Source: an optimization exercise on an open RTL-to-GDS flow (aim: a short achievable clock period, few clock cycles per item and low power). Production flows keep margins and buffers that such runs may drop. In this exercise RTL edits were held to simulation tests only and were not proved equivalent to the original. Power figures rest on the tool's default switching activity, not on a simulated workload.

==> flow/design.v (outline; a module is shown in full before it is edited, if it fits) <==
// module arm_mul_csa: 1247 lines
// module arm_clz32: 36 lines
// module arm_udiv_setup: 21 lines
// module arm_udiv_step: 14 lines
// module exec_stage: 255 lines
module exec_stage #(
    parameter int W = 32
) (
    input  logic         clk,
    input  logic         rst,
    input  logic         in_valid,
    output logic         in_ready,
    input  logic         flush,
    input  logic [3:0]   opcode,
    input  logic [W-1:0] oprand1,
    input  logic [W-1:0] oprand2,
    input  logic [3:0]   rd_addr,
    input  logic         set_flags,
    input  logic         carry_in,
    input  logic [3:0]   nzcv_in,
    output logic         out_valid,
    output logic [W-1:0] result,
    output logic [3:0]   wb_addr,
    output logic         wb_en,
    output logic [3:0]   nzcv_out,
    output logic         flags_en,
    output logic         undef
);
  // ...
==> flow/run.sh <==
#!/bin/bash
# synth_recipe.tcl (not shown) runs the flow's synth.tcl, then flattens the netlist and writes it again
# the make line also repeats each setting of config.mk as NAME=value (left out here)
make -C /OpenROAD-flow-scripts/flow DESIGN_CONFIG=/design/flow/config.mk WORK_HOME=/design/flow/orfs CLKGATE_MAP_FILE= SYNTH_SCRIPT=/design/flow/synth_recipe.tcl finish
==> flow/config.mk <==
export PLATFORM = sky130hd
export DESIGN_NAME = exec_stage
export DESIGN_NICKNAME = exec_stage
export VERILOG_FILES = /design/flow/design.v
export SDC_FILE = /design/flow/constraint.sdc
export NUM_CORES = 4
export LEC_CHECK = 0
export CAP_MARGIN = 20
export CORE_MARGIN = 2
export CORE_UTILIZATION = 65
export PLACE_DENSITY = 0.75
export SETUP_SLACK_MARGIN = 5
export SLEW_MARGIN = 20
export SYNTH_HIERARCHICAL = 1
export SYNTH_MINIMUM_KEEP_SIZE = 0
==> flow/constraint.sdc <==
create_clock -name core_clock -period 11.0 [get_ports {clk}]
set_input_delay 2.2000 -clock core_clock [delete_from_list [all_inputs] [get_ports {clk}]]
set_output_delay 2.2000 -clock core_clock [all_outputs]
set_load 0.01 [all_outputs]
==> results_dict.tcl, run 1 <==
set metrics [dict create \
    initial_core_util_pct 65.9 \
    fillerInstances 5171 \
    synth-warning-count 10 \
    num_tap_cells 773 \
    die_w_um 249 \
    finalSetupViolations 0 \
    clockPowerShare_pct 27.0 \
    finalCritPeriodShare_pct 53.1 \
    synthTopCellsByArea "ha_1 (14%), and2_1 (9.1%), xnor2_1 (7.8%)" \
    rsz0062_at_grt "no" \
    seqPwrFrac_pct 27.0 \
    final_cell_mix "nand2_1 (610), and2_1 (560), ha_1 (425), xnor2_1 (342), nor2_1 (310)" \
    final_hold_viol_count 0 \
    hold_path_depth 0 \
    slew_violations 0 \
    synth_fa_ha_area_share_pct 17.2 \
    holdCritStartpoint "a_rd[0]" \
    drc 0 \
    setup_tns_ns 0 \
    synthDistinctLibCells 118 \
    wl_met3_mm 11.1 \
    top_layer "met5" \
    gr-usage-met2_pct 67.1 \
    num_vias 37000 \
    nets 5534 \
    wl_met2_mm 58.8 \
    dieArea_um2 61900 \
    synth_mux_area_share_pct 5.88 \
    seq_share_pct 8.20 \
    multi_input_cells 4384 \
    crit_top_cell "ha_1" \
    path_buf_inv 2 \
    status "complete, no violations" \
    synth.cell_area_um2 39000 \
    clockNetworkAreaShare_pct 1.53 \
    io_pins 127 \
    h-tree-depth 4 \
    syn_to_final_growth_pct 3.82 \
    cp_max_fo 18 \
    hold_buffers 0 \
]
Testbench counts, summed over its fixed seeds: cycles 21,676, items 16,000.
==> run 2, diff against run 1 <==
--- a/flow/config.mk
+++ b/flow/config.mk
@@ -11,5 +11,3 @@
 export PLACE_DENSITY = 0.75
 export SETUP_SLACK_MARGIN = 5
 export SLEW_MARGIN = 20
-export SYNTH_HIERARCHICAL = 1
-export SYNTH_MINIMUM_KEEP_SIZE = 0
==> run 2 against run 1 <==
Effect of this change:
- critical path type unchanged
- register-to-register slack better by 0.07 ns
- sequential share of layout area up 0.28 points
- largest cell class unchanged
- sequential power down 6.6%
- still clean on timing, DRC and antenna
- clock power down about 10%
- die area down 4.7%
- final area down 3.3%
- first-iteration DRC count up 35%
==> results_dict.tcl, run 2 <==
set metrics [dict create \
    status "complete, no violations" \
    syn_area_per_cell_um2 7.41 \
    place_hpwl_mm 95.5 \
    required_ns 11.42 \
    finalSetupViolations 0 \
    synthCells 5008 \
    grt.total_usage_pct 46.1 \
    synth.cell_area_um2 37100 \
    slowest_delay_ns 0.67 \
    synthDistinctLibCells 108 \
    avgViaCountPerCell 6.82 \
    worstSetupPathType "reg2reg" \
    crit_top_cell "a21oi_1" \
    cp_max_fo 26 \
    yosysTopAreaCell "ha_1" \
    insertion_delay_ns 0.51 \
    syn_to_final_growth_pct 5.40 \
    drc 0 \
    leakagePower_nw 18.7 \
    worst_pin_slew_ns 1.26 \
    preCtsSetupSlack_ns 4.89 \
    synthFlopType "dfxtp_1" \
    setup_tns_ns 0 \
    gp_congestion 1.00 \
    ys_ff_latch 139 \
    ys_async_sr_fraction_pct 14.4 \
    clk_path_buf_depth 2 \
    grt_pass1_wl_mm 209 \
    synth_edf_count 41 \
    row_count 87 \
    start_kind "flip-flop" \
    initial_core_util_pct 65.8 \
    cts_sinks 139 \
    crit_arrival_ns 6.19 \
    final_cell_mix "nand2_1 (573), ha_1 (422), xnor2_1 (360), xor2_1 (316), nor2_1 (311)" \
    final_common_cell "nand2_1" \
    synthTopCellsByArea "ha_1 (14%), xnor2_1 (8.6%), xor2_1 (7.5%)" \
    wl_per_cell_um 25.0 \
    fin_skew_ns 0.0255 \
    hold_path_class "reg2reg" \
    cts_buffers 17 \
    cp_slowest_cell "o21ai_0" \
    yosys.area.top_type_share_pct 14.4 \
    dieArea_um2 59000 \
    cts_tree "yes" \
    clk_pin_slew_ns 0.06 \
    firstDrtPassIters 10 \
    yosysMostFrequentCell "nand2_1" \
    ant_nets 0 \
    finalCritPeriodShare_pct 52.5 \
    cp_cell_sequence "clkinvlp_4, a21oi_1, a21oi_1, nand3_1, nor2_1, a31oi_1, a21oi_1, ha_2, fa_2, a21o_1, a21oi_1, xnor2_2, buf_4, nor2_2, nand2_1, o21ai_0, o21ai_0, o21ai_0" \
    hold_buffers 0 \
    slew_violations 0 \
    antenna_found_initial 5 \
    die_w_um 243 \
    period_minus_slack_ns 5.77 \
    io_pins 127 \
    cp-end-kind "flip-flop" \
    power_density_nw_per_um2 57.1 \
    reg.largest.list "a_x x32, a_y x32, result x32" \
    ys_top_cells_by_count "nand2_1 (574), ha_1 (426), xnor2_1 (365)" \
    nets 5352 \
    port_buffers 123 \
    clockRootBuffer "clkbuf_16" \
    drtIter0Drc 5347 \
    placed_area_um2 38500 \
    final_hold_viol_count 0 \
    max-slew-margin-rel_pct 15.2 \
    fmax_mhz 173 \
    core_um2 56400 \
    gr-total-overflow 0 \
    layout_setup_ws_ns 5.23 \
    grt_max_degree 128 \
    h-tree-depth 4 \
    routed_wl_mm 140 \
    max-vdd-ir-drop_uv 143 \
    rsz0062_at_grt "no" \
    synth_nets 5519 \
    layout-drive-gt1-share_pct 7.03 \
    grt_pass1_vias 34800 \
    synth.yosys.seq_area_share_pct 8.88 \
    die_h_um 243 \
    synth-warning-count 4 \
    num_vias 38300 \
    maxCapViolations 0 \
    final_area_um2 39100 \
]
run 2: critical path: cells and delay by family, from the launching register on:
kind | cells | cell delay [ns]
xor+xnor | 1 | 0.09
simple gates | 4 | 1.08
flops | 1 | 0.62
compound gates | 9 | 2.47
buf+inv | 2 | 0.84
fa+ha+maj | 2 | 0.60
run 2: worst paths after layout:
path                       startpoint          to  slack (ns)  cells after the start
setup / recovery                 f_ds      a_x[6]        5.23                     18
hold / removal                a_rd[1]  wb_addr[1]        0.34                      0
setup reg to reg                 f_ds      a_x[6]        5.23                     18
hold reg to reg               a_rd[1]  wb_addr[1]        0.34                      0
max in group asynchronous         rst        f_m1        8.96                      1
min in group asynchronous         rst       l_orr        1.66                      1
run 2: logic make-up after synthesis:
family                     Yosys count  share of synthesized area (%)
and+or+nand+nor                   1652                           21.7
AOI/OAI and AO/OA                 1118                           20.5
xor gates and xnor gates           727                           18.7
buffers and inverters              669                           7.41
adders and majority gates          541                           17.6
muxes                              161                           5.29
DFF                                139                           8.88
other                                1                         0.0101
run 2: what timing repair did:
item / 4_1_cts / 5_1_grt
buffers inserted: 0 / 1
endpoints found under the setup margin: 7 / 15
endpoints found under the hold margin: 0 / 0
cloned: 1 / 0
resized for setup: 1 / 13
run 2: through the flow:
step	cells	hold WS, ns	total power, mW	util (%)
3_5_place_dp	5576	0.328	1.59	68.2
4_1_cts	5608	0.341	2.18	69.2
6_report	5610	0.335	2.23	69.3
5_1_grt	5609	0.347	2.29	69.3
2_1_floorplan	5008	0.323	1.23	-
3_3_place_gp	5576	0.325	1.58	68.2
run 2: power breakdown:
group	switching (mW)	internal (mW)	leakage [nW]	total [mW]
sequential	0.0370	0.570	1.35	0.607
combinational	0.697	0.345	17.1	1.04
clock	0.278	0.306	0.268	0.584
total	1.01	1.22	18.7	2.23
run 2: cell type report:
class | count | area (µm²)
Clock buffer | 23 | 478
Sequential cell | 139 | 3310
Inverter | 249 | 941
Multi-Input combinational cell | 4200 | 31200
Timing Repair Buffer | 234 | 2130
Fill cell | 4935 | 17300
Antenna cell | 1 | 2.50
Clock inverter | 8 | 62.6
Tap cell | 756 | 946
run 2: per-layer routing:
layer / global-route usage (%) / part of all wire [%] / vias up
li1: - / - / 17300
met1: 62.5 / 39 / 17900
met2: 64.9 / 39 / 2616
met3: 15.5 / 16 / 496
met4: 22.3 / 5.6 / 2
met5: 0 / 0.0093 / -
==> run 3, diff against run 2 <==
--- a/flow/config.mk
+++ b/flow/config.mk
@@ -8,6 +8,7 @@
 export CAP_MARGIN = 20
 export CORE_MARGIN = 2
 export CORE_UTILIZATION = 65
+export CTS_BUF_LIST = sky130_fd_sc_hd__clkbuf_8
 export PLACE_DENSITY = 0.75
 export SETUP_SLACK_MARGIN = 5
 export SLEW_MARGIN = 20
==> run 3 against run 2 <==
Effect of this change:
- still clean on timing, DRC and antenna
- via count decreased by 0.24%
- worst hold slack worse by 0.0038 ns
- final area decreased by 0.50%
- combinational power about the same
- largest cell class unchanged
==> results_dict.tcl, run 3 <==
set metrics [dict create \
    drtIter0Drc 5175 \
    grt_max_degree 128 \
    grt_pass1_vias 34700 \
    yosysMostFrequentCell "nand2_1" \
    cts_sinks 139 \
    rsz0062_at_grt "no" \
    h-tree-depth 4 \
    antennaDiodeCount 0 \
    slew_violations 0 \
    place_hpwl_mm 95.5 \
    start_kind "flip-flop" \
    cp-end-kind "flip-flop" \
    synthTopCellsByArea "ha_1 (14%), xnor2_1 (8.6%), xor2_1 (7.5%)" \
    required_ns 11.40 \
    gr-total-overflow 0 \
    clk_path_buf_depth 2 \
    clk_pin_slew_ns 0.09 \
    rr_startpoint "f_ds" \
    hold_buffers 0 \
    reg.largest.list "a_x x32, a_y x32, result x32" \
    ant_nets 0 \
    cp-endpoint "a_x[31]" \
    io_pins 127 \
    grt_pass1_wl_mm 209 \
    cp-startpoint "f_ds" \
    insertion_delay_ns 0.59 \
    syn_area_per_cell_um2 7.41 \
    r2r_slack_ns 5.23 \
    worst_pin_slew_ns 1.28 \
    worstSetupPathType "reg2reg" \
    core_um2 56400 \
    crit_arrival_ns 6.17 \
    fmax_mhz 173 \
    maxCapViolations 0 \
    cp_slowest_cell "dfrtp_2" \
    synthCells 5008 \
    status "complete, no violations" \
    row_count 87 \
    final_common_cell "nand2_1" \
    port_buffers 123 \
    clockRootBuffer "clkbuf_8" \
    slowest_delay_ns 0.62 \
    synthDistinctLibCells 108 \
    initial_core_util_pct 65.8 \
    num_vias 38200 \
    ys_async_sr_fraction_pct 14.4 \
    die_h_um 243 \
    avgViaCountPerCell 6.81 \
    firstDrtPassIters 12 \
    ys_ff_latch 139 \
    ys_top_cells_by_count "nand2_1 (574), ha_1 (426), xnor2_1 (365)" \
    period_minus_slack_ns 5.77 \
    leakagePower_nw 18.6 \
    holdCritStartpoint "a_rd[1]" \
    die_w_um 243 \
    ff2ff_path_depth 19 \
    cts_buffers 17 \
    final_hold_viol_count 0 \
    finalCritPeriodShare_pct 52.4 \
    synth_edf_count 41 \
    grt.total_usage_pct 46.0 \
    synth.yosys.seq_area_share_pct 8.88 \
    syn_to_final_growth_pct 4.87 \
    max-vdd-ir-drop_uv 127 \
    power_density_nw_per_um2 53.4 \
    cp_max_fo 40 \
    antenna_found_initial 6 \
    final_core_util_pct 69.0 \
    max-slew-margin-rel_pct 14.1 \
    setup_tns_ns 0 \
    drc 0 \
    seqCellArea_um2 3310 \
    nets 5352 \
    wl_per_cell_um 25.0 \
    synth.cell_area_um2 37100 \
    synth_nets 5519 \
    yosys.area.top_type_share_pct 14.4 \
    yosysTopAreaCell "ha_1" \
    multiInputGateArea_um2 31200 \
    r2r-end "a_x[31]" \
    hold_path_class "reg2reg" \
    cts_tree "yes" \
    layout-drive-gt1-share_pct 7.03 \
    fin_skew_ns 0.0408 \
    synthFlopType "dfxtp_1" \
    fillerInstances 4960 \
    dieArea_um2 59000 \
    routed_wl_mm 140 \
    synth-warning-count 4 \
    gp_congestion 1.00 \
    finalSetupViolations 0 \
    final_cell_mix "nand2_1 (573), ha_1 (422), xnor2_1 (360), xor2_1 (316), nor2_1 (311)" \
    cp_cell_sequence "clkinvlp_4, a21oi_1, a21oi_1, nand3_1, nor2_1, a31oi_1, a21oi_1, ha_2, fa_2, buf_6, o21ai_0, nand2_1, o21ai_0, a31oi_2, nand2_1, o21ai_0, nor2_1, a221oi_1, o221ai_1" \
]
[run 3: cell count changes in the layout (fill, tap and decap cells not counted), sizes merged]
cell	delta
clkbuf	-3
inv	+3
diode	-1
[run 3: metal layers]
metal  global-route usage, %  routed length (µm)
met3                    15.0               21700
met1                    62.4               55400
met2                    64.8               54400
met4                    22.4                8290
met5                    1.31                 166
[run 3: how the worst min path moves through the flow]
stage	to	slack [ns]	cells past startpoint
after floorplan	wb_addr[0]	0.32	0
final	wb_addr[1]	0.33	0
after global routing	wb_addr[1]	0.34	0
after detailed placement	wb_addr[3]	0.33	0
after CTS	wb_addr[1]	0.34	0
after global placement	wb_addr[3]	0.33	0
[run 3: cell type report]
type / instances / area share, %
clock inverter: 11 / 0.190
sequential: 139 / 8.51
multi-input combinational: 4200 / 80.3
timing repair buffer: 234 / 5.48
clock buffer: 20 / 0.708
inverter: 249 / 2.42
tap: 756 / 2.43
[run 3: what timing repair did]
item | in CTS | in global routing
buffers inserted | 0 | 1
resized for setup | 1 | 13
setup endpoints to repair | 7 | 15
cloned | 1 | 0
[run 3: critical path, delay by kind of cell, from the launching register on]
| family | cells | cell delay, ns |
|---|---|---|
| AND/OR/NAND/NOR | 5 | 0.66 |
| adder cells (fa/ha/maj) | 2 | 0.75 |
| flip-flops | 1 | 0.62 |
| buffers and inverters | 2 | 0.91 |
| AO/OA/AOI/OAI | 10 | 2.67 |
[run 3: metrics by stage]
stage | std cells | power (mW) | worst slack, ns | hold WS [ns] | area [µm²]
finish | 5609 | 2.08 | 5.23 | 0.332 | 38900
global route | 5609 | 2.13 | 5.01 | 0.343 | 38900
CTS | 5608 | 2.02 | 5.18 | 0.339 | 38800
detailed placement | 5576 | 1.59 | 4.89 | 0.328 | 38500
global placement | 5576 | 1.58 | 4.98 | 0.325 | 38500
floorplan | 5008 | 1.23 | 5.01 | 0.323 | 37200
[run 3: logic make-up after synthesis]
kind of cell | count (synthesis) | synth area share, %
buffers and inverters | 669 | 7.41
other | 1 | 0.0101
multiplexers | 161 | 5.29
AO/OA/AOI/OAI | 1118 | 20.5
flip-flops | 139 | 8.88
AND/OR/NAND/NOR | 1652 | 21.7
XOR/XNOR | 727 | 18.7
adder cells (fa/ha/maj) | 541 | 17.6
[run 3: power breakdown]
part	leakage [nW]	switching, mW	total (mW)	internal, mW
registers	1.35	0.0368	0.606	0.570
logic	17.1	0.694	1.04	0.345
clock network	0.193	0.259	0.431	0.172
total	18.6	0.991	2.08	1.09
==> module exec_stage, before the edit <==
module exec_stage #(
    parameter int W = 32
) (
    input  logic         clk,
    input  logic         rst,
    input  logic         in_valid,
    output logic         in_ready,
    input  logic         flush,
    input  logic [3:0]   opcode,
    input  logic [W-1:0] oprand1,
    input  logic [W-1:0] oprand2,
    input  logic [3:0]   rd_addr,
    input  logic         set_flags,
    input  logic         carry_in,
    input  logic [3:0]   nzcv_in,
    output logic         out_valid,
    output logic [W-1:0] result,
    output logic [3:0]   wb_addr,
    output logic         wb_en,
    output logic [3:0]   nzcv_out,
    output logic         flags_en,
    output logic         undef
);
    logic in_mul, in_div, in_arith, in_log, in_nowb, in_cin;
    logic in_xa, in_rsb, in_yb, in_ynb;
    logic in_and, in_eor, in_orr, in_mov, in_mvn, in_bic;
    always_comb begin
        in_mul   = 1'b0;
        in_div   = 1'b0;
        in_nowb  = 1'b0;
        in_cin   = 1'b0;
        in_xa    = 1'b0;    
        in_rsb   = 1'b0;    
        in_yb    = 1'b0;    
        in_ynb   = 1'b0;    
        in_and   = 1'b0;
        in_eor   = 1'b0;
        in_orr   = 1'b0;
        in_mov   = 1'b0;
        in_mvn   = 1'b0;
        in_bic   = 1'b0;
        case (opcode)
            arm_pkg::OP_AND: in_and = 1'b1;
            arm_pkg::OP_EOR: in_eor = 1'b1;
            arm_pkg::OP_SUB: begin in_xa = 1'b1; in_ynb = 1'b1; in_cin = 1'b1; end
            arm_pkg::OP_RSB: begin in_rsb = 1'b1; in_cin = 1'b1; end
            arm_pkg::OP_ADD: begin in_xa = 1'b1; in_yb = 1'b1; end
            arm_pkg::OP_ADC: begin in_xa = 1'b1; in_yb = 1'b1; in_cin = nzcv_in[arm_pkg::NZCV_C]; end
            arm_pkg::OP_SBC: begin in_xa = 1'b1; in_ynb = 1'b1; in_cin = nzcv_in[arm_pkg::NZCV_C]; end
            arm_pkg::OP_ORR: in_orr = 1'b1;
            arm_pkg::OP_MOV: in_mov = 1'b1;
            arm_pkg::OP_MVN: in_mvn = 1'b1;
            arm_pkg::OP_BIC: in_bic = 1'b1;
            arm_pkg::OP_CMP: begin in_xa = 1'b1; in_ynb = 1'b1; in_cin = 1'b1; in_nowb = 1'b1; end
            arm_pkg::OP_CMN: begin in_xa = 1'b1; in_yb = 1'b1; in_nowb = 1'b1; end
            arm_pkg::OP_TST: begin in_and = 1'b1; in_nowb = 1'b1; end
            arm_pkg::OP_MUL: in_mul = 1'b1;
            default:         in_div = 1'b1;
        endcase
        in_arith = in_xa || in_rsb;
        in_log   = in_and || in_eor || in_orr || in_mov || in_mvn || in_bic;
    end
    logic         rdy;        
    logic [31:0]  a_x;        
    logic [31:0]  a_y;        
    logic [3:0]   a_rd;
    logic         a_cin;      
    logic         a_c;        
    logic         a_v;        
    logic         a_fe;       
    logic         a_we;       
    logic         f_ar;       
    logic         f_lg;       
    logic         f_m1;       
    logic         f_m2;       
    logic         f_ds;       
    logic         dbusy;      
    logic [5:0]   dcnt;       
    logic         g_xa, g_rsb, g_yb, g_ynb;                  
    logic         l_and, l_eor, l_orr, l_mov, l_mvn, l_bic;   
    assign in_ready = rdy;
    logic e_dlast;
    assign e_dlast = dbusy && (dcnt == 6'd1);
    logic [31:0] mul_s, mul_c;
    arm_mul_csa u_mul (
        .a (a_x & {32{f_m1}}),
        .b (a_y & {32{f_m1}}),
        .s (mul_s),
        .c (mul_c)
    );
    logic [31:0] add_x, add_y, add_k;
    logic [33:0] sum;
    logic        add_v, add_z;
    assign add_x = ({32{g_xa}} & a_x) | ({32{g_rsb}} & a_y);
    assign add_y = ({32{g_yb}} & a_y) | ({32{g_ynb}} & ~a_y) | ({32{g_rsb}} & ~a_x);
    assign sum   = {1'b0, add_x, 1'b1} + {1'b0, add_y, a_cin};
    assign add_v = (add_x[31] == add_y[31]) && (sum[32] != add_x[31]);
    assign add_k = {add_x[30:0] | add_y[30:0], a_cin};
    assign add_z = ((add_x ^ add_y) == add_k);
    logic [31:0] lx, ly, log_res;
    assign lx      = a_x & {32{f_lg}};
    assign ly      = a_y & {32{f_lg}};
    assign log_res = ({32{l_and}} & (lx & ly))
                   | ({32{l_eor}} & (lx ^ ly))
                   | ({32{l_orr}} & (lx | ly))
                   | ({32{l_mov}} & ly)
                   | ({32{l_mvn}} & ~ly)
                   | ({32{l_bic}} & (lx & ~ly));
    logic [31:0] alu_res;
    logic        alu_n, alu_z, alu_c, alu_v;
    assign alu_res = sum[32:1] | log_res;
    assign alu_n   = alu_res[31];
    assign alu_z   = add_z && (log_res == '0);
    assign alu_c   = f_ar ? sum[33] : a_c;
    assign alu_v   = f_ar ? add_v : a_v;
    logic [31:0] ds_rem, ds_quo;
    logic [5:0]  ds_iters;
    logic        ds_zero;
    logic [31:0] di_rem, di_quo;
    arm_udiv_setup u_dsetup (
        .a      (a_x & {32{f_ds}}),
        .b      (a_y & {32{f_ds}}),
        .rem    (ds_rem),
        .quo    (ds_quo),
        .iters  (ds_iters),
        .zero_q (ds_zero)
    );
    arm_udiv_step u_dstep (
        .rem      (result & {32{dbusy}}),
        .quo      (a_x & {32{dbusy}}),
        .dvs      (a_y & {32{dbusy}}),
        .rem_next (di_rem),
        .quo_next (di_quo)
    );
    always_ff @(posedge clk or negedge rst) begin
        if (!rst) begin
            rdy   <= 1'b1;
            f_ar  <= 1'b0;
            f_lg  <= 1'b0;
            f_m1  <= 1'b0;
            f_m2  <= 1'b0;
            f_ds  <= 1'b0;
            dbusy <= 1'b0;
            g_xa  <= 1'b0;
            g_rsb <= 1'b0;
            g_yb  <= 1'b0;
            g_ynb <= 1'b0;
            l_and <= 1'b0;
            l_eor <= 1'b0;
            l_orr <= 1'b0;
            l_mov <= 1'b0;
            l_mvn <= 1'b0;
            l_bic <= 1'b0;
        end else if (flush) begin
            rdy   <= 1'b1;
            f_ar  <= 1'b0;
            f_lg  <= 1'b0;
            f_m1  <= 1'b0;
            f_m2  <= 1'b0;
            f_ds  <= 1'b0;
            dbusy <= 1'b0;
            g_xa  <= 1'b0;
            g_rsb <= 1'b0;
            g_yb  <= 1'b0;
            g_ynb <= 1'b0;
            l_and <= 1'b0;
            l_eor <= 1'b0;
            l_orr <= 1'b0;
            l_mov <= 1'b0;
            l_mvn <= 1'b0;
            l_bic <= 1'b0;
        end else if (rdy) begin
            rdy   <= !(in_valid && (in_mul || in_div));
            f_ar  <= in_valid && in_arith;
            f_lg  <= in_valid && in_log;
            f_m1  <= in_valid && in_mul;
            f_m2  <= 1'b0;
            f_ds  <= in_valid && in_div;
            dbusy <= 1'b0;
            g_xa  <= in_valid && in_xa;
            g_rsb <= in_valid && in_rsb;
            g_yb  <= in_valid && in_yb;
            g_ynb <= in_valid && in_ynb;
            l_and <= in_valid && in_and;
            l_eor <= in_valid && in_eor;
            l_orr <= in_valid && in_orr;
            l_mov <= in_valid && in_mov;
            l_mvn <= in_valid && in_mvn;
            l_bic <= in_valid && in_bic;
        end else if (f_m1) begin
            rdy   <= 1'b1;
            f_m1  <= 1'b0;
            f_m2  <= 1'b1;
            g_xa  <= 1'b1;
            g_yb  <= 1'b1;
        end else if (f_ds) begin
            rdy   <= ds_zero || (ds_iters == 6'd1);
            f_ds  <= 1'b0;
            dbusy <= !ds_zero;
        end else begin
            rdy   <= (dcnt == 6'd2);
        end
    end
    always_ff @(posedge clk) begin
        if (rdy) begin
            a_x   <= oprand1;
            a_y   <= oprand2;
            a_rd  <= rd_addr;
            a_cin <= in_cin;
            a_c   <= in_mul ? nzcv_in[arm_pkg::NZCV_C] : carry_in;
            a_v   <= nzcv_in[arm_pkg::NZCV_V];
            a_fe  <= set_flags || in_nowb;
            a_we  <= !in_nowb;
        end else if (f_m1) begin
            a_x   <= mul_s;
            a_y   <= mul_c;
        end else if (f_ds) begin
            a_x   <= ds_quo;
        end else begin
            a_x   <= di_quo;
        end
    end
    always_ff @(posedge clk) begin
        if (f_ds) begin
            dcnt <= ds_iters;
        end else if (dbusy) begin
            dcnt <= dcnt - 6'd1;
        end else begin
            dcnt <= 6'd0;
        end
    end
    logic f_res;
    assign f_res = f_ar || f_lg || f_m2;
    always_ff @(posedge clk or negedge rst) begin
        if (!rst) begin
            out_valid <= 1'b0;
            wb_en     <= 1'b0;
            flags_en  <= 1'b0;
        end else begin
            out_valid <= !flush && (f_res || f_ds && ds_zero || e_dlast);
            wb_en     <= !flush && (f_res && a_we || f_ds && ds_zero || e_dlast);
            flags_en  <= !flush && f_res && a_fe;
        end
    end
    logic        d_sel;
    logic [31:0] d_val;
    assign d_sel = f_ds || dbusy;
    assign d_val = f_ds ? (ds_zero ? 32'b0 : ds_rem) : (dcnt == 6'd1) ? di_quo : di_rem;
    always_ff @(posedge clk) begin
        wb_addr  <= a_rd;
        nzcv_out <= {alu_n, alu_z, alu_c, alu_v};
        result   <= d_sel ? d_val : alu_res;
    end
    assign undef = 1'b0;
endmodule
==> run 4, diff against run 3 <==
--- a/flow/design.v
+++ b/flow/design.v
@@ -1305,26 +1305,31 @@
         end
     end
 endmodule
-module arm_udiv_setup (
+module arm_udiv_norm (
     input  logic [31:0] a,
     input  logic [31:0] b,
-    output logic [31:0] rem,
-    output logic [31:0] quo,
-    output logic [5:0]  iters,
+    output logic [4:0]  s,
     output logic        zero_q
 );
     logic [5:0] clz_a;
     logic [5:0] clz_b;
-    logic [6:0] s;
-    logic [63:0] sh;
+    logic [6:0] sum;
     arm_clz32 u_clz_a (.x(a), .n(clz_a));
     arm_clz32 u_clz_b (.x(b), .n(clz_b));
-    assign s      = {1'b0, clz_a} + {2'b0, ~clz_b[4:0]};
-    assign zero_q = clz_b[5] || s[6] || s[5];
-    assign sh     = {32'b0, a} << s[4:0];
-    assign rem    = sh[63:32];
-    assign quo    = sh[31:0];
-    assign iters  = 6'd32 - {1'b0, s[4:0]};
+    assign sum    = {1'b0, clz_a} + {2'b0, ~clz_b[4:0]};
+    assign zero_q = clz_b[5] || sum[6] || sum[5];
+    assign s      = sum[4:0];
+endmodule
+module arm_udiv_shift (
+    input  logic [31:0] a,
+    input  logic [4:0]  s,
+    output logic [31:0] rem,
+    output logic [31:0] quo
+);
+    logic [63:0] sh;
+    assign sh  = {32'b0, a} << s;
+    assign rem = sh[63:32];
+    assign quo = sh[31:0];
 endmodule
 module arm_udiv_step (
     input  logic [31:0] rem,
@@ -1415,6 +1420,7 @@
     logic         f_lg;       
     logic         f_m1;       
     logic         f_m2;       
+    logic         f_dz;       
     logic         f_ds;       
     logic         dbusy;      
     logic [5:0]   dcnt;       
@@ -1422,7 +1428,7 @@
     logic         l_and, l_eor, l_orr, l_mov, l_mvn, l_bic;   
     assign in_ready = rdy;
     logic e_dlast;
-    assign e_dlast = dbusy && (dcnt == 6'd1);
+    assign e_dlast = f_ds && (dcnt[4:0] == 5'd31) || dbusy && (dcnt == 6'd1);
     logic [31:0] mul_s, mul_c;
     arm_mul_csa u_mul (
         .a (a_x & {32{f_m1}}),
@@ -1455,22 +1461,26 @@
     assign alu_z   = add_z && (log_res == '0);
     assign alu_c   = f_ar ? sum[33] : a_c;
     assign alu_v   = f_ar ? add_v : a_v;
-    logic [31:0] ds_rem, ds_quo;
-    logic [5:0]  ds_iters;
-    logic        ds_zero;
+    logic [4:0]  dn_s;
+    logic        dn_zero;
+    logic [31:0] dh_rem, dh_quo;
     logic [31:0] di_rem, di_quo;
-    arm_udiv_setup u_dsetup (
-        .a      (a_x & {32{f_ds}}),
-        .b      (a_y & {32{f_ds}}),
-        .rem    (ds_rem),
-        .quo    (ds_quo),
-        .iters  (ds_iters),
-        .zero_q (ds_zero)
+    arm_udiv_norm u_dnorm (
+        .a      (oprand1),
+        .b      (oprand2),
+        .s      (dn_s),
+        .zero_q (dn_zero)
+    );
+    arm_udiv_shift u_dshift (
+        .a   (a_x & {32{f_ds}}),
+        .s   (dcnt[4:0]),
+        .rem (dh_rem),
+        .quo (dh_quo)
     );
     arm_udiv_step u_dstep (
-        .rem      (result & {32{dbusy}}),
-        .quo      (a_x & {32{dbusy}}),
-        .dvs      (a_y & {32{dbusy}}),
+        .rem      (dh_rem | (result & {32{dbusy}})),
+        .quo      (dh_quo | (a_x & {32{dbusy}})),
+        .dvs      (a_y & {32{f_ds || dbusy}}),
         .rem_next (di_rem),
         .quo_next (di_quo)
     );
@@ -1481,6 +1491,7 @@
             f_lg  <= 1'b0;
             f_m1  <= 1'b0;
             f_m2  <= 1'b0;
+            f_dz  <= 1'b0;
             f_ds  <= 1'b0;
             dbusy <= 1'b0;
             g_xa  <= 1'b0;
@@ -1499,6 +1510,7 @@
             f_lg  <= 1'b0;
             f_m1  <= 1'b0;
             f_m2  <= 1'b0;
+            f_dz  <= 1'b0;
             f_ds  <= 1'b0;
             dbusy <= 1'b0;
             g_xa  <= 1'b0;
@@ -1512,12 +1524,13 @@
             l_mvn <= 1'b0;
             l_bic <= 1'b0;
         end else if (rdy) begin
-            rdy   <= !(in_valid && (in_mul || in_div));
+            rdy   <= !(in_valid && (in_mul || in_div && !dn_zero && (dn_s != 5'd31)));
             f_ar  <= in_valid && in_arith;
             f_lg  <= in_valid && in_log;
             f_m1  <= in_valid && in_mul;
             f_m2  <= 1'b0;
-            f_ds  <= in_valid && in_div;
+            f_dz  <= in_valid && in_div && dn_zero;
+            f_ds  <= in_valid && in_div && !dn_zero;
             dbusy <= 1'b0;
             g_xa  <= in_valid && in_xa;
             g_rsb <= in_valid && in_rsb;
@@ -1536,9 +1549,9 @@
             g_xa  <= 1'b1;
             g_yb  <= 1'b1;
         end else if (f_ds) begin
-            rdy   <= ds_zero || (ds_iters == 6'd1);
+            rdy   <= (dcnt[4:0] == 5'd30);
             f_ds  <= 1'b0;
-            dbusy <= !ds_zero;
+            dbusy <= 1'b1;
         end else begin
             rdy   <= (dcnt == 6'd2);
         end
@@ -1556,15 +1569,15 @@
         end else if (f_m1) begin
             a_x   <= mul_s;
             a_y   <= mul_c;
-        end else if (f_ds) begin
-            a_x   <= ds_quo;
         end else begin
             a_x   <= di_quo;
         end
     end
     always_ff @(posedge clk) begin
-        if (f_ds) begin
-            dcnt <= ds_iters;
+        if (rdy) begin
+            dcnt <= (in_valid && in_div && !dn_zero) ? {1'b0, dn_s} : 6'd0;
+        end else if (f_ds) begin
+            dcnt <= {1'b0, ~dcnt[4:0]};
         end else if (dbusy) begin
             dcnt <= dcnt - 6'd1;
         end else begin
@@ -1579,15 +1592,15 @@
             wb_en     <= 1'b0;
             flags_en  <= 1'b0;
         end else begin
-            out_valid <= !flush && (f_res || f_ds && ds_zero || e_dlast);
-            wb_en     <= !flush && (f_res && a_we || f_ds && ds_zero || e_dlast);
+            out_valid <= !flush && (f_res || f_dz || e_dlast);
+            wb_en     <= !flush && (f_res && a_we || f_dz || e_dlast);
             flags_en  <= !flush && f_res && a_fe;
         end
     end
     logic        d_sel;
     logic [31:0] d_val;
     assign d_sel = f_ds || dbusy;
-    assign d_val = f_ds ? (ds_zero ? 32'b0 : ds_rem) : (dcnt == 6'd1) ? di_quo : di_rem;
+    assign d_val = e_dlast ? di_quo : di_rem;
     always_ff @(posedge clk) begin
         wb_addr  <= a_rd;
         nzcv_out <= {alu_n, alu_z, alu_c, alu_v};
==> run 4 against run 3 <==
Effect of this change:
- worst hold slack improved by 0.019 ns
- still clean
- synthesized cell count fell by 0.62%
- sequential share of layout area grew 0.052 points
==> results_dict.tcl, run 4 <==
set metrics [dict create \
    status "complete, no violations" \
    routed_wl_mm 147 \
    reg.largest.list "a_x x32, a_y x32, result x32" \
    ys_ff_latch 140 \
    gp_congestion 1.05 \
    wl_per_cell_um 26.1 \
    dieArea_um2 58300 \
    p_switching_mw 0.926 \
    final_core_util_pct 69.5 \
    cp_cell_sequence "buf_6, nand2_1, nor2_1, o31ai_1, o21ai_1, ha_1, xnor2_1, xnor3_1, ha_1, xnor3_1, maj3_1, ha_1, xnor2_2, xnor2_1, xnor2_1, o21ai_0" \
    synthTopCellsByArea "ha_1 (14%), xnor2_1 (9.7%), xor2_1 (6.7%)" \
    cp-end-kind "flip-flop" \
    netSwitchingFraction_pct 45.5 \
    required_ns 11.24 \
    layout-drive-gt1-share_pct 6.94 \
    max-slew-margin-rel_pct 4.28 \
    preCtsSetupSlack_ns 3.68 \
    hold_path_depth 0 \
    cp_slowest_cell "edfxtp_1" \
    port_buffers 123 \
    grt_pass1_wl_mm 212 \
    synth_edf_count 41 \
    num_vias 38300 \
    drc 0 \
    final_area_um2 39000 \
    p_int_mw 1.11 \
    clk_path_buf_depth 2 \
    clockPowerShare_pct 22.5 \
    antenna_found_initial 9 \
    grt_max_degree 190 \
    synth_nets 5486 \
    leakagePower_nw 18.9 \
    die_w_um 241 \
    slowest_delay_ns 0.74 \
    ys_async_sr_fraction_pct 15.0 \
    hold_path_class "reg2reg" \
    synthFlopType "dfxtp_1" \
    r2r-end "a_y[27]" \
    final_common_cell "nand2_1" \
    grt_pass1_vias 34600 \
    max-vdd-ir-drop_uv 69.1 \
    final_cell_mix "nand2_1 (607), ha_1 (423), xnor2_1 (400), and3_1 (293), nor2_1 (292)" \
    ff2ff_path_depth 16 \
    place_hpwl_mm 104 \
    rr_startpoint "a_y[2]" \
    layout_setup_ws_ns 5.14 \
    yosys.area.top_type_share_pct 14.5 \
    maxCapViolations 0 \
    clockRootBuffer "clkbuf_8" \
    nets 5351 \
    clk_pin_slew_ns 0.09 \
    io_pins 127 \
    drtIter0Drc 5380 \
    worstSetupPathType "reg2reg" \
    worst_pin_slew_ns 1.42 \
    fillerInstances 4956 \
    synth.yosys.seq_area_share_pct 9.06 \
    synth-warning-count 4 \
    ant_nets 0 \
    gr-total-overflow 0 \
    firstDrtPassIters 9 \
    avgViaCountPerCell 6.83 \
    h-tree-depth 4 \
    p_comb_share_pct 44.8 \
    syn_area_per_cell_um2 7.36 \
    seqCellArea_um2 3340 \
    multiInputGateArea_um2 31100 \
    fin_skew_ns 0.0271 \
    slew_violations 0 \
    hold-path-endpoint "wb_addr[3]" \
    hold_buffers 0 \
    synth.cell_area_um2 36700 \
    power_density_nw_per_um2 52.2 \
    holdWs_ns 0.350 \
    cts_buffers 17 \
    fmax_mhz 171 \
    synthDistinctLibCells 100 \
    ys_top_cells_by_count "nand2_1 (609), ha_1 (424), xnor2_1 (404)" \
    seqPwrFrac_pct 32.7 \
    row_count 87 \
    cp_max_fo 29 \
    cts_tree "yes" \
    crit_arrival_ns 6.10 \
    holdCritStartpoint "a_rd[3]" \
    die_h_um 241 \
    initial_core_util_pct 65.4 \
    rsz0062_at_grt "no" \
    placed_area_um2 38100 \
    insertion_delay_ns 0.54 \
    syn_to_final_growth_pct 6.37 \
    setup_tns_ns 0 \
    yosysMostFrequentCell "nand2_1" \
    r2r_slack_ns 5.14 \
    cts_sinks 140 \
    start_kind "flip-flop" \
    yosysTopAreaCell "ha_1" \
    finalCritPeriodShare_pct 53.3 \
    grt.total_usage_pct 48.7 \
    period_minus_slack_ns 5.86 \
    finalSetupViolations 0 \
    synthCells 4977 \
    core_um2 56100 \
    final_hold_viol_count 0 \
]
-- run 4: cell count changes after synthesis, sizes merged, moves of 16 or more --
cell	delta
buf	-62
xor2	-39
nand2	+34
xnor2	+33
clkbuf	+29
nor2	-18
mux2i	-16
-- run 4: worst max path at each step --
| stage | start | endpoint | slack, ns |
|---|---|---|---|
| 3_5_place_dp | oprand2[30] | rdy | 3.68 |
| 3_3_place_gp | oprand2[30] | rdy | 3.70 |
| 4_1_cts | oprand1[2] | rdy | 4.92 |
| 5_1_grt | oprand2[12] | rdy | 4.99 |
| 2_1_floorplan | f_m1 | a_y[27] | 5.01 |
| 6_report | a_y[2] | a_y[27] | 5.14 |
-- run 4: cells by family after synthesis --
| kind of cell | count (synthesis) | synth area share (%) |
|---|---|---|
| AO/OA/AOI/OAI | 1126 | 20.7 |
| XOR/XNOR | 727 | 19.0 |
| adder cells (fa/ha/maj) | 545 | 17.9 |
| buffers and inverters | 644 | 6.91 |
| flip-flops | 140 | 9.06 |
| multiplexers | 146 | 4.74 |
| other | 1 | 0.0102 |
| AND/OR/NAND/NOR | 1648 | 21.7 |
-- run 4: cell type report --
cell class / count / area share, %
multi-input cells: 4193 / 79.9
flip-flops and latches: 140 / 8.57
repair buffers: 233 / 5.64
inverters: 257 / 2.49
well taps: 756 / 2.43
clock buffers: 17 / 0.600
clock inverters: 15 / 0.401
diodes: 2 / 0.0128
-- run 4: what timing repair did --
| action | CTS | global route |
|---|---|---|
| cloned | 0 | 1 |
| buffers inserted | 1 | 11 |
| endpoints found under the setup margin | 28 | 51 |
| resized for setup | 14 | 73 |
| pin swaps | 0 | 12 |
-- run 4: power groups by stage --
stage          clock network (mW)  registers (mW)  logic (mW)
4_1_cts                     0.452           0.659       0.844
3_5_place_dp                    0           0.670       0.838
3_3_place_gp                    0           0.670       0.830
5_1_grt                     0.470           0.663       0.939
2_1_floorplan                   0           0.614       0.532
6_report                    0.458           0.666       0.910
-- run 4: routing by layer --
layer	global-route usage, %	share of wire, %
met5	0	0.033
met2	68.7	39
met4	30.1	7.4
met3	17.1	16
met1	63.0	38
-- run 4: critical path: cells and delay by family (launching register included) --
kind,cells,cell delay (ns)
AOI/OAI and AO/OA,3,0.49
xor gates and xnor gates,6,1.82
adders and majority gates,4,1.27
buffers and inverters,1,0.42
and+or+nand+nor,2,0.83
DFF,1,0.74
-- run 4: stage by stage --
stage	instances	power, mW
5_1_grt	5612	2.07
4_1_cts	5598	1.95
3_5_place_dp	5565	1.51
6_report	5613	2.03
2_1_floorplan	4977	1.15
3_3_place_gp	5565	1.50
Testbench counts of run 4, summed over its fixed seeds: cycles 21,138, items 16,000.
==> run 5, diff against run 4 <==
--- a/flow/config.mk
+++ b/flow/config.mk
@@ -10,5 +10,4 @@
 export CORE_UTILIZATION = 65
 export CTS_BUF_LIST = sky130_fd_sc_hd__clkbuf_8
 export PLACE_DENSITY = 0.75
-export SETUP_SLACK_MARGIN = 5
 export SLEW_MARGIN = 20
==> run 5 against run 4 <==
Effect of this change:
- now fails the layout checks on capacitance limit
- first-iteration DRC count grew 1.4%
- synthesized area did not move
- setup slack got worse by 1.2 ns
- combinational power shrank 2.9%
- final cell count decreased by 0.21%
- global-route usage down 0.60 points
- via count shrank 0.85%
- clock skew is 0.00088 ns lower
- clock-buffer cell count up 1
- non-clock buffer count shrank 12
- worst hold slack improved by 0.0052 ns
- maximum frequency is 16% lower
- largest cell class unchanged
- largest power group unchanged
==> results_dict.tcl, run 5 <==
set metrics [dict create \
    cts_tree "yes" \
    synthCells 4977 \
    period_minus_slack_ns 7.02 \
    rr_startpoint "dcnt[1]" \
    yosysMostFrequentCell "nand2_1" \
    start_kind "input port" \
    clk_pin_slew_ns 0.11 \
    grt_pass1_wl_mm 210 \
    holdCritStartpoint "a_rd[0]" \
    firstDrtPassIters 8 \
    synth.yosys.seq_area_share_pct 9.06 \
    initial_core_util_pct 65.4 \
    clockRootBuffer "clkbuf_8" \
    ys_ff_latch 140 \
    die_w_um 241 \
    row_count 87 \
    cp_cell_sequence "clkdlybuf4s50_1, nor4_1, nand2_1, nor2_1, nor4b_1, o21ai_0, ha_1, a21o_1, a21oi_1, nor2b_1, o21a_1, o22ai_1, nand3b_1, nor4_1, buf_4, o21ai_0, a21o_1" \
    port_buffers 123 \
    path_buf_inv 2 \
    routed_wl_mm 144 \
    crit_cells 17 \
    ant_nets 0 \
    rsz0062_at_grt "no" \
    avgViaCountPerCell 6.79 \
    insertion_delay_ns 0.51 \
    hold_buffers 0 \
    hold_path_depth 0 \
    synth_nets 5486 \
    nets 5339 \
    ys_top_cells_by_count "nand2_1 (609), ha_1 (424), xnor2_1 (404)" \
    drc 0 \
    die_h_um 241 \
    max-slew-margin-rel_pct 2.11 \
    num_vias 38000 \
    power_density_nw_per_um2 52.2 \
    dieArea_um2 58300 \
    slew_violations 0 \
    max-vdd-ir-drop_uv 82.3 \
    cts_buffers 17 \
    synth-warning-count 4 \
    required_ns 11.43 \
    syn_area_per_cell_um2 7.36 \
    syn_to_final_growth_pct 4.84 \
    grt.total_usage_pct 48.1 \
    cts_setup_buffers 0 \
    crit_arrival_ns 7.44 \
    violations "capacitance limit" \
    setup_tns_ns 0 \
    layout-drive-gt1-share_pct 5.86 \
    drtIter0Drc 5453 \
    yosysTopAreaCell "ha_1" \
    final_hold_viol_count 0 \
    synthTopCellsByArea "ha_1 (14%), xnor2_1 (9.7%), xor2_1 (6.7%)" \
    final_common_cell "nand2_1" \
    hold_path_class "reg2reg" \
    slowest_delay_ns 0.78 \
    status "finished with violations" \
    maxCapViolations 1 \
    synthFlopType "dfxtp_1" \
    worst_pin_slew_ns 1.45 \
    grt_max_degree 95 \
    leakagePower_nw 18.7 \
    io_pins 127 \
    cp_max_fo 7 \
    h-tree-depth 4 \
    cp-end-kind "flip-flop" \
    cp-startpoint "oprand2[27]" \
    fin_skew_ns 0.0262 \
    finalSetupViolations 0 \
    cts_sinks 140 \
    gp_congestion 1.06 \
    yosys.area.top_type_share_pct 14.5 \
    hold-path-endpoint "wb_addr[0]" \
    ys_async_sr_fraction_pct 15.0 \
    p_total_mw 2.01 \
    fillerInstances 4954 \
    cp_slowest_cell "nor4b_1" \
    worstSetupPathType "in2reg" \
    wl_per_cell_um 25.7 \
    antenna_found_initial 10 \
    synth.cell_area_um2 36700 \
    ff2ff_path_depth 23 \
    cpLargestDelayFamily "simple AND/OR/NAND/NOR gates" \
    gr-total-overflow 0 \
    cts-resized-gates 0 \
    fmax_mhz 143 \
    finalCritPeriodShare_pct 63.8 \
    reg.largest.list "a_x x32, a_y x32, result x32" \
    core_um2 56100 \
    grt_pass1_vias 34000 \
    synth_edf_count 41 \
    r2r-end "result[16]" \
    place_hpwl_mm 103 \
    clk_path_buf_depth 2 \
    synthDistinctLibCells 100 \
    r2r_slack_ns 4.27 \
    final_cell_mix "nand2_1 (609), ha_1 (424), xnor2_1 (404), nor2_1 (295), and3_1 (294)" \
]
==> run 5: worst max-delay path by stage <==
stage / end / slack [ns]
5_1_grt: result[16] / 3.91
3_5_place_dp: rdy / 3.82
6_report: rdy / 3.98
2_1_floorplan: a_y[30] / 4.48
4_1_cts: rdy / 4.34
3_3_place_gp: rdy / 3.90
==> run 5: layout make-up <==
cell class                      count  area [µm²]  share of cell area, %
Inverter                          257         965                   2.51
Timing Repair Buffer              221        1960                   5.10
Clock buffer                       18         248                  0.645
Clock inverter                     14         145                  0.378
Tap cell                          756         946                   2.46
Antenna cell                        2        5.00                 0.0130
Multi-Input combinational cell   4193       30800                   80.2
Sequential cell                   140        3340                   8.68
==> run 5: per-stage QoR <==
step	utilization, %	instance area, µm²	hold WS [ns]	cells	setup slack (ns)
after detailed placement	67.8	38000	0.334	5567	3.82
after global placement	67.8	38000	0.324	5567	3.90
after global routing	68.5	38400	0.375	5599	3.91
after CTS	68.5	38400	0.360	5599	4.34
final	68.6	38400	0.356	5601	3.98
after floorplan	-	36700	0.323	4977	4.48
==> run 5: layer usage <==
metal / routed length, µm / vias up / track usage (%)
met4: 10100 / 6 / 28.1
met5: 39 / - / 0
met2: 56200 / 2618 / 67.7
met1: 55300 / 17700 / 63.6
met3: 22200 / 553 / 15.8
li1: - / 17100 / -
==> run 5: cells by family (layout without fill, tap and decap cells) <==
family,count (synthesis),in the layout,share of synthesized area [%]
xor gates and xnor gates,727,727,19.0
other,1,3,0.0102
muxes,146,146,4.74
and+or+nand+nor,1648,1648,21.7
buffers and inverters,644,510,6.91
AOI/OAI and AO/OA,1126,1126,20.7
DFF,140,140,9.06
adders and majority gates,545,545,17.9
==> run 5: power breakdown <==
part           total (mW)  internal [mW]  switching [mW]
registers           0.670          0.576          0.0941
clock network       0.454          0.208           0.246
logic               0.884          0.307           0.576
==> run 6, diff against run 5 <==
--- a/flow/config.mk
+++ b/flow/config.mk
@@ -9,5 +9,6 @@
 export CORE_MARGIN = 2
 export CORE_UTILIZATION = 65
 export CTS_BUF_LIST = sky130_fd_sc_hd__clkbuf_8
-export PLACE_DENSITY = 0.75
+export PLACE_DENSITY = 0.85
+export SETUP_SLACK_MARGIN = 5
 export SLEW_MARGIN = 20
==> run 6 against run 5 <==
Effect of this change:
- now clean on timing, DRC and antenna
- maximum frequency up 18%
- sequential power about the same
- clock-buffer cell count unchanged
- largest cell class unchanged
==> results_dict.tcl, run 6 <==
set metrics [dict create \
    status "complete, no violations" \
    wl_per_cell_um 25.9 \
    ff2ff_path_depth 16 \
    die_h_um 241 \
    r2r_slack_ns 5.11 \
    fillerInstances 4652 \
    cp_cell_sequence "clkdlybuf4s50_1, nor2_1, nand4b_1, buf_4, nand2b_1, o22ai_1, ha_1, fa_1, a21o_1, nand2_1, nand4_1, o21a_1, o22ai_1, nand3b_1, nor4_2, buf_4, o21ai_0, a21o_1" \
    reg.largest.list "a_x x32, a_y x32, result x32" \
    firstDrtPassIters 9 \
    synth_edf_count 41 \
    row_count 87 \
    synthTopCellsByArea "ha_1 (14%), xnor2_1 (9.7%), xor2_1 (6.7%)" \
    ant_nets 0 \
    finalCritPeriodShare_pct 54.2 \
    antenna_found_initial 13 \
    synthCells 4977 \
    p_total_mw 2.04 \
    ys_async_sr_fraction_pct 15.0 \
    yosys.area.top_type_share_pct 14.5 \
    holdCritStartpoint "a_rd[3]" \
    ys_top_cells_by_count "nand2_1 (609), ha_1 (424), xnor2_1 (404)" \
    fin_skew_ns 0.0284 \
    core_um2 56100 \
    worst_pin_slew_ns 1.31 \
    power_density_nw_per_um2 52.5 \
    syn_area_per_cell_um2 7.36 \
    slew_violations 0 \
    synth-warning-count 4 \
    layout-drive-gt1-share_pct 6.50 \
    drc 0 \
    start_kind "input port" \
    synth_top_family_by_area "simple AND/OR/NAND/NOR gates" \
    grt_max_degree 233 \
    max-vdd-ir-drop_uv 84.5 \
    synthFlopType "dfxtp_1" \
    synth.cell_area_um2 36700 \
    layout.cells.non_filler 5610 \
    synth_mux_area_share_pct 4.74 \
    hold_path_depth 0 \
    yosysTopAreaCell "ha_1" \
    cts_tree "yes" \
    max-slew-margin-rel_pct 12.5 \
    clk_pin_slew_ns 0.11 \
    port_buffers 123 \
    insertion_delay_ns 0.54 \
    die_w_um 241 \
    nets 5343 \
    dieArea_um2 58300 \
    crit_arrival_ns 6.43 \
    final_hold_viol_count 0 \
    setup_tns_ns 0 \
    drtIter0Drc 6210 \
    leakagePower_nw 18.8 \
    synthXorXnorAreaFrac_pct 19.0 \
    final_common_cell "nand2_1" \
    rsz0062_at_grt "yes" \
    r2r-end "a_y[27]" \
    clockRootBuffer "clkbuf_8" \
    syn_to_final_growth_pct 6.07 \
    ys_ff_latch 140 \
    initial_core_util_pct 65.4 \
    yosysMostFrequentCell "nand2_1" \
    grt_pass1_wl_mm 212 \
    synth_compound_area_share_pct 20.7 \
    period_minus_slack_ns 5.96 \
    required_ns 11.47 \
    grt_pass1_vias 35900 \
    path_buf_inv 3 \
    rr_startpoint "a_y[2]" \
    io_pins 127 \
    yosys.area_share.simple_pct 21.7 \
    hold_path_class "reg2reg" \
    clk_path_buf_depth 2 \
    cts_sinks 140 \
    cp-startpoint "oprand1[17]" \
    place_hpwl_mm 101 \
    synth_fa_ha_area_share_pct 17.9 \
    final_cell_mix "nand2_1 (608), ha_1 (423), xnor2_1 (400), nor2_1 (294), and3_1 (294)" \
    worstSetupPathType "in2reg" \
    routed_wl_mm 145 \
    num_vias 39200 \
    synthDistinctLibCells 100 \
    h-tree-depth 4 \
    cts_buffers 17 \
    synth.yosys.seq_area_share_pct 9.06 \
    hold_buffers 0 \
    gp_congestion 1.08 \
    gr-total-overflow 0 \
    maxCapViolations 0 \
    slowest_delay_ns 0.62 \
    finalSetupViolations 0 \
    fmax_mhz 168 \
    grt.total_usage_pct 48.1 \
    cp_slowest_cell "nor2_1" \
    synth_nets 5486 \
    avgViaCountPerCell 6.99 \
    hold-path-endpoint "wb_addr[3]" \
    cp-end-kind "flip-flop" \
    cp_max_fo 7 \
    cpLargestDelayFamily "simple AND/OR/NAND/NOR gates" \
    dp_cells 5560 \
]
run 6: cell counts after synthesis:
Identical to the previous run, type by type.
run 6: kinds of logic after synthesis:
group	Yosys count
simple gates	1648
compound gates	1126
xor+xnor	727
buf+inv	644
fa+ha+maj	545
mux	146
flops	140
other cells	1
run 6: final cells by class:
cell class	instances	area, µm²	share of cell area, %
repair buffers	225	2120	5.44
inverters	257	967	2.49
flip-flops and latches	140	3330	8.57
diodes	7	17.5	0.0451
well taps	756	946	2.43
multi-input cells	4193	31100	80.0
clock buffers	18	248	0.637
clock inverters	14	156	0.402
run 6: stage by stage:
step	setup slack (ns)	utilization (%)	hold WS, ns	area (µm²)
after floorplan	5.01	-	0.323	36700
after global placement	3.58	67.8	0.324	38000
after detailed placement	3.58	67.8	0.329	38000
after CTS	4.90	68.8	0.355	38500
after global routing	4.85	69.3	0.362	38900
final	5.04	69.4	0.356	38900
run 6: timing repair:
action	in CTS	in global routing
setup endpoints to repair	26	51
resized for setup	14	48
buffers inserted	2	8
cloned	0	1
pin swaps	0	7
run 6: worst max-delay path by stage:
stage	end	depth (start not counted)
4_1_cts	rdy	17
3_3_place_gp	rdy	17
5_1_grt	rdy	19
2_1_floorplan	a_y[27]	27
6_report	rdy	18
3_5_place_dp	rdy	17
run 6: where the power goes:
part | internal (mW) | leakage [nW] | switching (mW)
combinational | 0.312 | 17.3 | 0.589
sequential | 0.576 | 1.36 | 0.0934
clock | 0.212 | 0.210 | 0.258
total | 1.10 | 18.8 | 0.941
run 6: layer usage:
layer | global-route usage, % | vias up | routed length [µm]
met5 | 4.63 | - | 431
met1 | 59.7 | 18200 | 52100
met4 | 32.8 | 16 | 11800
met3 | 20.4 | 815 | 25100
met2 | 66.6 | 3085 | 56100
li1 | - | 17200 | -

## afterwards: timing with drivers on the ports
In the flow no input, the clock included, has a driving cell. The finished layouts below were timed again as built, in two steps. Step 1: set_driving_cell puts a clkbuf_16 on clk and a buf_2 on each other input, an assumption about the parent block. Step 2 adds t to the input delays and takes it off the output delays; t is the mean of the earliest and latest rising clock arrival at the registers after step 1. Input paths then give back, and output paths get back, about the clock's delay inside the block. a / b / c = no drivers / after step 1 / after step 2; a / b = the first two.
| run | t (ns) | setup slack, ns | hold WS [ns] | worst slew at a driven data input, ns |
|---|---|---|---|---|
| run 1 | 0.512 | 5.154 / 5.154 / 5.154 | 0.344 / 0.344 / 0.344 | 0.06 |
| run 2 | 0.559 | 5.225 / 5.225 / 5.225 | 0.335 / 0.335 / 0.335 | 0.05 |
| run 3 | 0.629 | 5.232 / 5.232 / 5.232 | 0.332 / 0.332 / 0.332 | 0.05 |
| run 4 | 0.579 | 5.142 / 5.142 / 4.601 | 0.350 / 0.350 / 0.350 | 0.04 |
| run 5 | 0.548 | 3.984 / 4.014 / 3.466 | 0.356 / 0.356 / 0.356 | 0.04 |
| run 6 | 0.574 | 5.036 / 5.063 / 4.489 | 0.356 / 0.356 / 0.356 | 0.06 |
For run 6, which loses most, drivers alone change the setup slack by +0.027 ns; drivers and shift together by -0.547 ns.
